This is an optimization exercise on Yosys and OpenROAD, whose aim is small area, a short achievable clock period and few clock cycles per item, not a production implementation. RTL that was checked went through simulation tests only; none was proved equivalent to the original. Power figures rest on the tool's default switching activity, not on a simulated workload.

## run G
==> module bus_uart_bridge_fifo_core, before the edit <==
module bus_uart_bridge_fifo_core #(
    parameter int RING_DEPTH = 256
) (
    input  wire logic        clk,
    input  wire logic        rst_n,
    input  wire logic        s_tvalid,
    output logic             s_tready,
    input  wire logic [7:0]  s_tdata,    
    input  wire logic [2:0]  s_tuser,    
    output logic             m_tvalid,
    input  wire logic        m_tready,
    output logic [bubf_pkg::OUT_W-1:0] m_tdata
);
    logic       in_v, sk_v;
    logic [2:0] sk_f;
    logic [7:0] in_d, sk_d;
    logic       rx_rd, rx_st, tx_rd, rx_wr, tx_wr, ovf, in_cmd, in_rel;
    logic       out_valid, out_valid_o;
    logic [7:0] out_bus_data, out_tx_byte;
    logic       out_bus_drive, out_wait_release, out_tx_valid, out_overflow;
    logic [bubf_pkg::DIV_W-1:0] divisor_x;
    logic [3:0] ph;
    logic       adv, acc, ld_in;
    logic       rx_push, rx_pop, tx_push, tx_pop;
    logic       rx_nempty_n, rx_full_n, tx_nempty_n, tx_full_n;
    logic [7:0] rx_dout, tx_dout;
    logic       sk_v_o;
    assign s_tready = !sk_v_o;
    assign acc      = s_tvalid && !sk_v;
    assign adv      = !out_valid || m_tready;
    assign ld_in    = !in_v || adv;
    assign rx_pop  = adv && rx_rd;
    assign rx_push = adv && rx_wr;
    assign tx_pop  = adv && tx_rd;
    assign tx_push = adv && tx_wr;
    bubf_ring_ram u_rx_ram (
        .clk      (clk),
        .rst_n    (rst_n),
        .ph       (ph),
        .push     (rx_push),
        .pop      (rx_pop),
        .rd_sel   (rx_rd),
        .din      (in_d),
        .dout     (rx_dout),
        .nempty_n (rx_nempty_n),
        .full_n   (rx_full_n)
    );
    bubf_ring_ram u_tx_ram (
        .clk      (clk),
        .rst_n    (rst_n),
        .ph       (ph),
        .push     (tx_push),
        .pop      (tx_pop),
        .rd_sel   (tx_rd),
        .din      (in_d),
        .dout     (tx_dout),
        .nempty_n (tx_nempty_n),
        .full_n   (tx_full_n)
    );
    logic [7:0] bus_data_n;
    assign bus_data_n = rx_dout | {8{rx_st}};
    logic [2:0] f_sel;
    logic [7:0] d_sel;
    logic       new_v;
    assign f_sel = sk_v ? sk_f : s_tuser;
    assign d_sel = sk_v ? sk_d : s_tdata;
    assign new_v = sk_v || acc;
    logic in_st;
    always_ff @(posedge clk or negedge rst_n)
    begin
        if (!rst_n)
        begin
            rx_rd  <= 1'b0;
            rx_st  <= 1'b0;
            in_st  <= 1'b0;
            tx_rd  <= 1'b0;
            rx_wr  <= 1'b0;
            tx_wr  <= 1'b0;
            ovf    <= 1'b0;
            in_cmd <= 1'b0;
            in_rel <= 1'b0;
        end
        else if (ld_in)
        begin
            rx_rd  <= new_v && (f_sel == bubf_pkg::FUNC_RD_DATA)   && rx_nempty_n;
            rx_st  <= new_v && (f_sel == bubf_pkg::FUNC_RD_STATUS) && rx_nempty_n;
            in_st  <= new_v && (f_sel == bubf_pkg::FUNC_RD_STATUS);
            tx_rd  <= new_v && (f_sel == bubf_pkg::FUNC_TX_READY)  && tx_nempty_n;
            rx_wr  <= new_v && (f_sel == bubf_pkg::FUNC_RX_BYTE)   && !rx_full_n;
            tx_wr  <= new_v && (f_sel == bubf_pkg::FUNC_WR_DATA)   && !tx_full_n;
            ovf    <= new_v && (((f_sel == bubf_pkg::FUNC_RX_BYTE) && rx_full_n)
                                || ((f_sel == bubf_pkg::FUNC_WR_DATA) && tx_full_n));
            in_cmd <= new_v && (f_sel == bubf_pkg::FUNC_WR_CMD);
            in_rel <= new_v && (f_sel[2] == 1'b0);
        end
    end
    always_ff @(posedge clk or negedge rst_n)
    begin
        if (!rst_n)
        begin
            ph          <= '0;
            in_v        <= 1'b0;
            sk_v        <= 1'b0;
            sk_v_o      <= 1'b0;
            out_valid   <= 1'b0;
            out_valid_o <= 1'b0;
            divisor_x   <= '0;
        end
        else
        begin
            ph <= ph + 4'd1;
            if (ld_in)
            begin
                in_v <= new_v;
                sk_v <= 1'b0;
            end
            else if (acc)
            begin
                sk_v <= 1'b1;
            end
            if (ld_in)
                sk_v_o <= 1'b0;
            else if (s_tvalid && !sk_v_o)
                sk_v_o <= 1'b1;
            if (adv)
            begin
                out_valid <= in_v;
            end
            if (!out_valid_o || m_tready)
            begin
                out_valid_o <= in_v;
            end
            if (adv && in_cmd)
            begin
                divisor_x <= bubf_pkg::divisor_lookup(in_d) ^ 13'h0004;
            end
        end
    end
    always_ff @(posedge clk)
    begin
        if (ld_in)
        begin
            in_d <= d_sel;
        end
        if (acc)
        begin
            sk_f <= s_tuser;
            sk_d <= s_tdata;
        end
    end
    always_ff @(posedge clk or negedge rst_n)
    begin
        if (!rst_n)
        begin
            out_bus_data     <= '0;
            out_bus_drive    <= 1'b0;
            out_wait_release <= 1'b0;
            out_tx_byte      <= '0;
            out_tx_valid     <= 1'b0;
            out_overflow     <= 1'b0;
        end
        else if (adv)
        begin
            out_bus_data     <= bus_data_n;
            out_bus_drive    <= in_st || rx_rd;
            out_wait_release <= in_rel;
            out_tx_byte      <= tx_dout;
            out_tx_valid     <= tx_rd;
            out_overflow     <= ovf;
        end
    end
    assign m_tvalid = out_valid_o;
    assign m_tdata  = {
        (bubf_pkg::OUT_W - bubf_pkg::OUT_BITS)'(0),
        out_overflow, divisor_x ^ 13'h0004, out_tx_valid, out_tx_byte,
        out_wait_release, out_bus_drive, out_bus_data
    };
endmodule
==> flow/config.mk <==
export PLATFORM = sky130hd
export DESIGN_NAME = bus_uart_bridge_fifo_core
export DESIGN_NICKNAME = bus_uart_bridge_fifo_core
export VERILOG_FILES = /design/flow/design.v
export SDC_FILE = /design/flow/constraint.sdc
export NUM_CORES = 4
export LEC_CHECK = 0
export CAP_MARGIN = 20
export CORE_MARGIN = 2
export CORE_UTILIZATION = 52
export PLACE_DENSITY = 0.62
export SETUP_SLACK_MARGIN = 2.4
export SLEW_MARGIN = 20
==> flow/constraint.sdc <==
create_clock -name core_clock -period 4.8 [get_ports {clk}]
set_input_delay 0.9600 -clock core_clock [delete_from_list [all_inputs] [get_ports {clk}]]
set_output_delay 0.9600 -clock core_clock [all_outputs]
set_load 0.01 [all_outputs]
standard.sh (not shown) runs the stock make flow with config.mk's settings and CLKGATE_MAP_FILE= SYNTH_SCRIPT=/design/flow/synth_recipe.tcl, a recipe that flattens the netlist after the stock synthesis.
==> flow/flow/run.sh <==
#!/bin/bash
# Standard layout, with clock tree synthesis told to build larger sink
# clusters and to add no dummy loads, and the port buffers made buf_4.
set -euo pipefail
export CTS_ARGS="-sink_clustering_enable -repair_clock_nets -dont_use_dummy_load -sink_clustering_size 30 -sink_clustering_max_diameter 60"
export BUFFER_PORTS_ARGS="-buffer_cell sky130_fd_sc_hd__buf_4"
bash standard.sh finish > standard_flow.log 2>&1
Run G reached the end of the flow, and the finished layout is clean on the timing, design-rule and antenna checks.
#### Input delta (run B over run G)
--- a/flow/design.v
+++ b/flow/design.v
@@ -238,5 +238,5 @@
     logic [7:0] in_d, sk_d;
     logic       rx_rd, rx_st, tx_rd, rx_wr, tx_wr, ovf, in_cmd, in_rel;
-    logic       out_valid, out_valid_o;
+    logic       out_valid;
     logic [7:0] out_bus_data, out_tx_byte;
     logic       out_bus_drive, out_wait_release, out_tx_valid, out_overflow;
@@ -326,5 +326,4 @@
             sk_v_o      <= 1'b0;
             out_valid   <= 1'b0;
-            out_valid_o <= 1'b0;
             divisor_x   <= '0;
         end
@@ -349,8 +348,4 @@
                 out_valid <= in_v;
             end
-            if (!out_valid_o || m_tready)
-            begin
-                out_valid_o <= in_v;
-            end
             if (adv && in_cmd)
             begin
@@ -392,5 +387,5 @@
         end
     end
-    assign m_tvalid = out_valid_o;
+    assign m_tvalid = out_valid;
     assign m_tdata  = {
         (bubf_pkg::OUT_W - bubf_pkg::OUT_BITS)'(0),
### Flow results
Going from run G to run B, total number of vias up about 0.7%; netlist area before placement essentially unchanged; number of nets with antenna violations after routing held steady; fraction of met3 tracks used by global routing ~0 delta; synthesized instance count flat.
For sum of internal, switching and leakage power, run G and run B come out practically identical.
The detailed route wirelength on metal3 in run B was higher than what run G gave.
NOTE: worst setup slack in run B falls short of that of run G
Global router's overall resource usage ends up higher on run B.
Delta (run B minus run G): number of gates resized after CTS rose by 7; worst slew margin relative to its limit fell by 3.8 points; post-CTS setup buffer count rose by 2.
No functional check of the RTL was part of any run of this note.

---

Another version of the RTL of bus_uart_bridge_fifo_core (not shown whole).
Size in the first run: about 6600 cells after synthesis, roughly 4600 flip-flops, ~110000 sq um of cells after synthesis.
==> module bubf_ring_ram, before the edit <==
module bubf_ring_ram (
    input  wire logic       clk,
    input  wire logic       rst_n,
    input  wire logic [4:0] ph,
    input  wire logic       push,
    input  wire logic       pop,
    input  wire logic       rd_sel,    
    input  wire logic [7:0] din,
    output logic      [7:0] dout,      
    output logic            nempty_n,  
    output logic            full_n     
);
    logic [4:0]   head_s, tail_s;
    logic [7:0]   cnt;
    logic         nempty_r, full_r, cnt_ge8, cnt_gt8;
    logic [7:0]   pend, hv;
    logic [31:0]  fire;                
    logic [7:0]   hlt, lt, win;
    logic [7:0]   toh, hoh;
    logic [63:0]  wbuf, hreg;
    logic [7:0]   cap, rdl, ld;
    logic [4:0]   dh, dt;
    assign nempty_n = push || (pop ? (cnt != 8'd1) : nempty_r);
    assign full_n   = push ? (cnt == 8'd254) : (!pop && full_r);
    logic [7:0] toh_x;
    assign toh = toh_x ^ 8'h01;
    assign hoh[0] = !hlt[0];
    genvar k;
    generate
        for (k = 1; k < 8; k = k + 1)
        begin : g_hoh
            assign hoh[k] = hlt[k-1] && !hlt[k];
        end
    endgenerate
    logic [7:0] h_at, w_at;
    logic       hv_at;
    always_comb
    begin
        h_at  = 8'h00;
        w_at  = 8'h00;
        hv_at = 1'b0;
        for (int i = 0; i < 8; i++)
        begin
            h_at  = h_at  | (hreg[i*8 +: 8] & {8{toh[i]}});
            w_at  = w_at  | (wbuf[i*8 +: 8] & {8{toh[i]}});
            hv_at = hv_at | (hv[i] & toh[i]);
        end
    end
    assign dout = (h_at & {8{rd_sel && hv_at}}) | (w_at & {8{rd_sel && !hv_at}});
    logic [3:0] wa, wb;
    genvar p;
    generate
        for (p = 0; p < 4; p = p + 1)
        begin : g_wcmp
            assign wa[p] = (dh == 5'(8*p));
            assign wb[p] = (dh == 5'(8*p - 1));
        end
    endgenerate
    logic e0, e1;
    logic [1:0] cap_tap;
    assign e0      = (dt[2:0] == 3'd0);
    assign e1      = (dt[2:0] == 3'd1);
    assign cap_tap = dt[4:3];
    logic h_inc, t_inc;
    assign h_inc = push && hoh[7];
    assign t_inc = pop && toh[7];
    genvar l;
    generate
        for (l = 0; l < 8; l = l + 1)
        begin : g_loop
            logic [255:0] sr;          
            logic [31:0]  tap;         
            logic [7:0]   tap_sel;
            logic         cap_keep, cap_pop, fire_any;
            for (p = 0; p < 4; p = p + 1)
            begin : g_tap
                assign fire[l*4 + p] = pend[l] && (hlt[l] ? wa[p] : wb[p]);
                assign tap[p*8 +: 8] = fire[l*4 + p] ? wbuf[l*8 +: 8]
                                                     : sr[((8*p + 31) % 32)*8 +: 8];
            end
            assign fire_any = |fire[l*4 +: 4];
            always_ff @(posedge clk)
            begin
                for (int j = 0; j < 32; j++)
                begin
                    if (j % 8 == 0)
                        sr[j*8 +: 8] <= tap[(j/8)*8 +: 8];
                    else
                        sr[j*8 +: 8] <= sr[(j-1)*8 +: 8];
                end
            end
            assign rdl[l]   = pop && toh[l];
            assign cap_keep = !hv[l] && win[l] && (lt[l] ? e1 : e0);
            assign cap_pop  = toh[l] ? (cnt_gt8 && e1) : cap_keep;
            assign cap[l]   = pop ? cap_pop : cap_keep;
            assign ld[l]    = push && hoh[l];
            assign tap_sel  = tap[cap_tap*8 +: 8];
            always_ff @(posedge clk)
            begin
                if (ld[l])
                    wbuf[l*8 +: 8] <= din;
                if (cap[l])
                    hreg[l*8 +: 8] <= tap_sel;
            end
            always_ff @(posedge clk or negedge rst_n)
            begin
                if (!rst_n)
                begin
                    pend[l] <= 1'b0;
                    hv[l]   <= 1'b0;
                    win[l]  <= 1'b0;
                end
                else
                begin
                    pend[l] <= ld[l] || (pend[l] && !fire_any);
                    hv[l]   <= cap[l] || (hv[l] && !rdl[l]);
                    if (ld[l] && !cnt_ge8)
                        win[l] <= 1'b1;
                    else if (rdl[l] && !cnt_gt8)
                        win[l] <= 1'b0;
                end
            end
        end
    endgenerate
    always_ff @(posedge clk or negedge rst_n)
    begin
        if (!rst_n)
        begin
            head_s   <= '0;
            tail_s   <= '0;
            dh       <= '0;
            dt       <= '0;
            cnt      <= '0;
            hlt      <= '0;
            lt       <= '0;
            toh_x    <= '0;
            nempty_r <= 1'b0;
            full_r   <= 1'b0;
            cnt_ge8  <= 1'b0;
            cnt_gt8  <= 1'b0;
        end
        else
        begin
            dh <= h_inc ? dh : 5'(dh + 5'd1);
            dt <= t_inc ? dt : 5'(dt + 5'd1);
            if (push)
            begin
                if (hoh[7])
                    head_s <= 5'(head_s + 5'd1);
                hlt      <= hoh[7] ? 8'h00 : {hlt[6:0], 1'b1};
                cnt      <= cnt + 8'd1;
                nempty_r <= 1'b1;
                full_r   <= (cnt == 8'd254);
                cnt_ge8  <= (cnt > 8'd6);
                cnt_gt8  <= (cnt > 8'd7);
            end
            else if (pop)
            begin
                if (toh[7])
                    tail_s <= 5'(tail_s + 5'd1);
                lt       <= toh[7] ? 8'h00 : {lt[6:0], 1'b1};
                toh_x    <= {toh[6:0], toh[7]} ^ 8'h01;
                cnt      <= cnt - 8'd1;
                nempty_r <= (cnt != 8'd1);
                full_r   <= 1'b0;
                cnt_ge8  <= (cnt > 8'd8);
                cnt_gt8  <= (cnt > 8'd9);
            end
        end
    end
endmodule
Settings: LEC_CHECK=0, ABC_CLOCK_PERIOD_IN_PS=2200, CAP_MARGIN=20, CORE_MARGIN=2, CORE_UTILIZATION=60, PLACE_DENSITY=0.7, SETUP_SLACK_MARGIN=2.4, SLEW_MARGIN=20; clock period 4.8 ns.
Scripts as last shown in full above: flow/flow/run.sh
Rerun with:
--- a/flow/design.v
+++ b/flow/design.v
@@ -77,9 +77,10 @@
     logic         nempty_r, full_r, cnt_ge8, cnt_gt8;
     logic [7:0]   pend, hv;
-    logic [31:0]  fire;                
+    logic [31:0]  fire_r;              
     logic [7:0]   hlt, lt, win;
     logic [7:0]   toh, hoh;
     logic [63:0]  wbuf, hreg;
     logic [7:0]   cap, rdl, ld;
+    logic [31:0]  fire_n;
     logic [4:0]   dh, dt;
     assign nempty_n = push || (pop ? (cnt != 8'd1) : nempty_r);
@@ -115,6 +116,6 @@
         for (p = 0; p < 4; p = p + 1)
         begin : g_wcmp
-            assign wa[p] = (dh == 5'(8*p));
-            assign wb[p] = (dh == 5'(8*p - 1));
+            assign wa[p] = (dh == 5'(8*p - 1));
+            assign wb[p] = (dh == 5'(8*p - 2));
         end
     endgenerate
@@ -137,9 +138,10 @@
             for (p = 0; p < 4; p = p + 1)
             begin : g_tap
-                assign fire[l*4 + p] = pend[l] && (hlt[l] ? wa[p] : wb[p]);
-                assign tap[p*8 +: 8] = fire[l*4 + p] ? wbuf[l*8 +: 8]
-                                                     : sr[((8*p + 31) % 32)*8 +: 8];
+                assign tap[p*8 +: 8] = fire_r[l*4 + p] ? wbuf[l*8 +: 8]
+                                                       : sr[((8*p + 31) % 32)*8 +: 8];
+                assign fire_n[l*4 + p] = ld[l] ? wa[p]
+                                               : (pend[l] && (hlt[l] ? wa[p] : wb[p]));
             end
-            assign fire_any = |fire[l*4 +: 4];
+            assign fire_any = |fire_r[l*4 +: 4];
             always_ff @(posedge clk)
             begin
@@ -164,4 +166,5 @@
                 if (cap[l])
                     hreg[l*8 +: 8] <= tap_sel;
+                fire_r[l*4 +: 4] <= fire_n[l*4 +: 4];
             end
             always_ff @(posedge clk or negedge rst_n)
Outcome: Register-to-register slack improved by 310 ps. Power climbs by 3.6%. Hold slack got worse by 140 ps. Non-clock buffer count fell by 197. Wire length decreases by 6.8%. Count of clock-buffer cells in the layout does not change. Critical path depth went down by 10. Synthesized area came out higher by 1.7%. Design area went down by 2.0%. Clock skew climbs by 3.4 ps. Die area rose by 1.7%.
Testbench counts after the change, summed over its fixed seeds: cycles 48,016, items 48,000.
Only the layout flow was run in the first run of this note; the RTL was not checked for function there.

==> what the ideal ports hide <==
In the flow no input, the clock included, has a driving cell. The finished layouts below were timed again as built, in two steps.
Step 1 (the two cells are an assumption about what drives the block):
set clk [get_ports {clk}]
set_driving_cell -lib_cell sky130_fd_sc_hd__clkbuf_16 $clk
set_driving_cell -lib_cell sky130_fd_sc_hd__buf_2 [delete_from_list [all_inputs] $clk]
Step 2 moves the port delays by t, midway between the first and last clock arrival at a register: inputs arrive t later, outputs are due t later. That takes back most of the time a late clock gives input paths.
Three values: ideal, step 1, step 2; two values: the first two.
run | shift t [ns] | setup slack, ns | hold slack, ns | worst setup path at the end | pins driven straight from the clock port
run G | 0.917 | 2.340 / 2.252 / 1.680 | 0.136 / 0.099 / 0.258 | input to register | 1
run B | 0.924 | 2.311 / 2.228 / 1.696 | 0.132 / 0.101 / 0.257 | input to register | 1
the first run of note 2 | 0.903 | 2.077 / 2.077 / 1.779 | 0.266 / 0.247 / 0.266 | input to register | 1
the second run of note 2 | 0.902 | 2.355 / 2.267 / 1.728 | 0.131 / 0.117 / 0.265 | input to register | 1
After both steps setup and hold are still met in every run listed. The setup slack of run G, which loses most, moves by -0.088 ns with the drivers and by -0.660 ns with both steps.
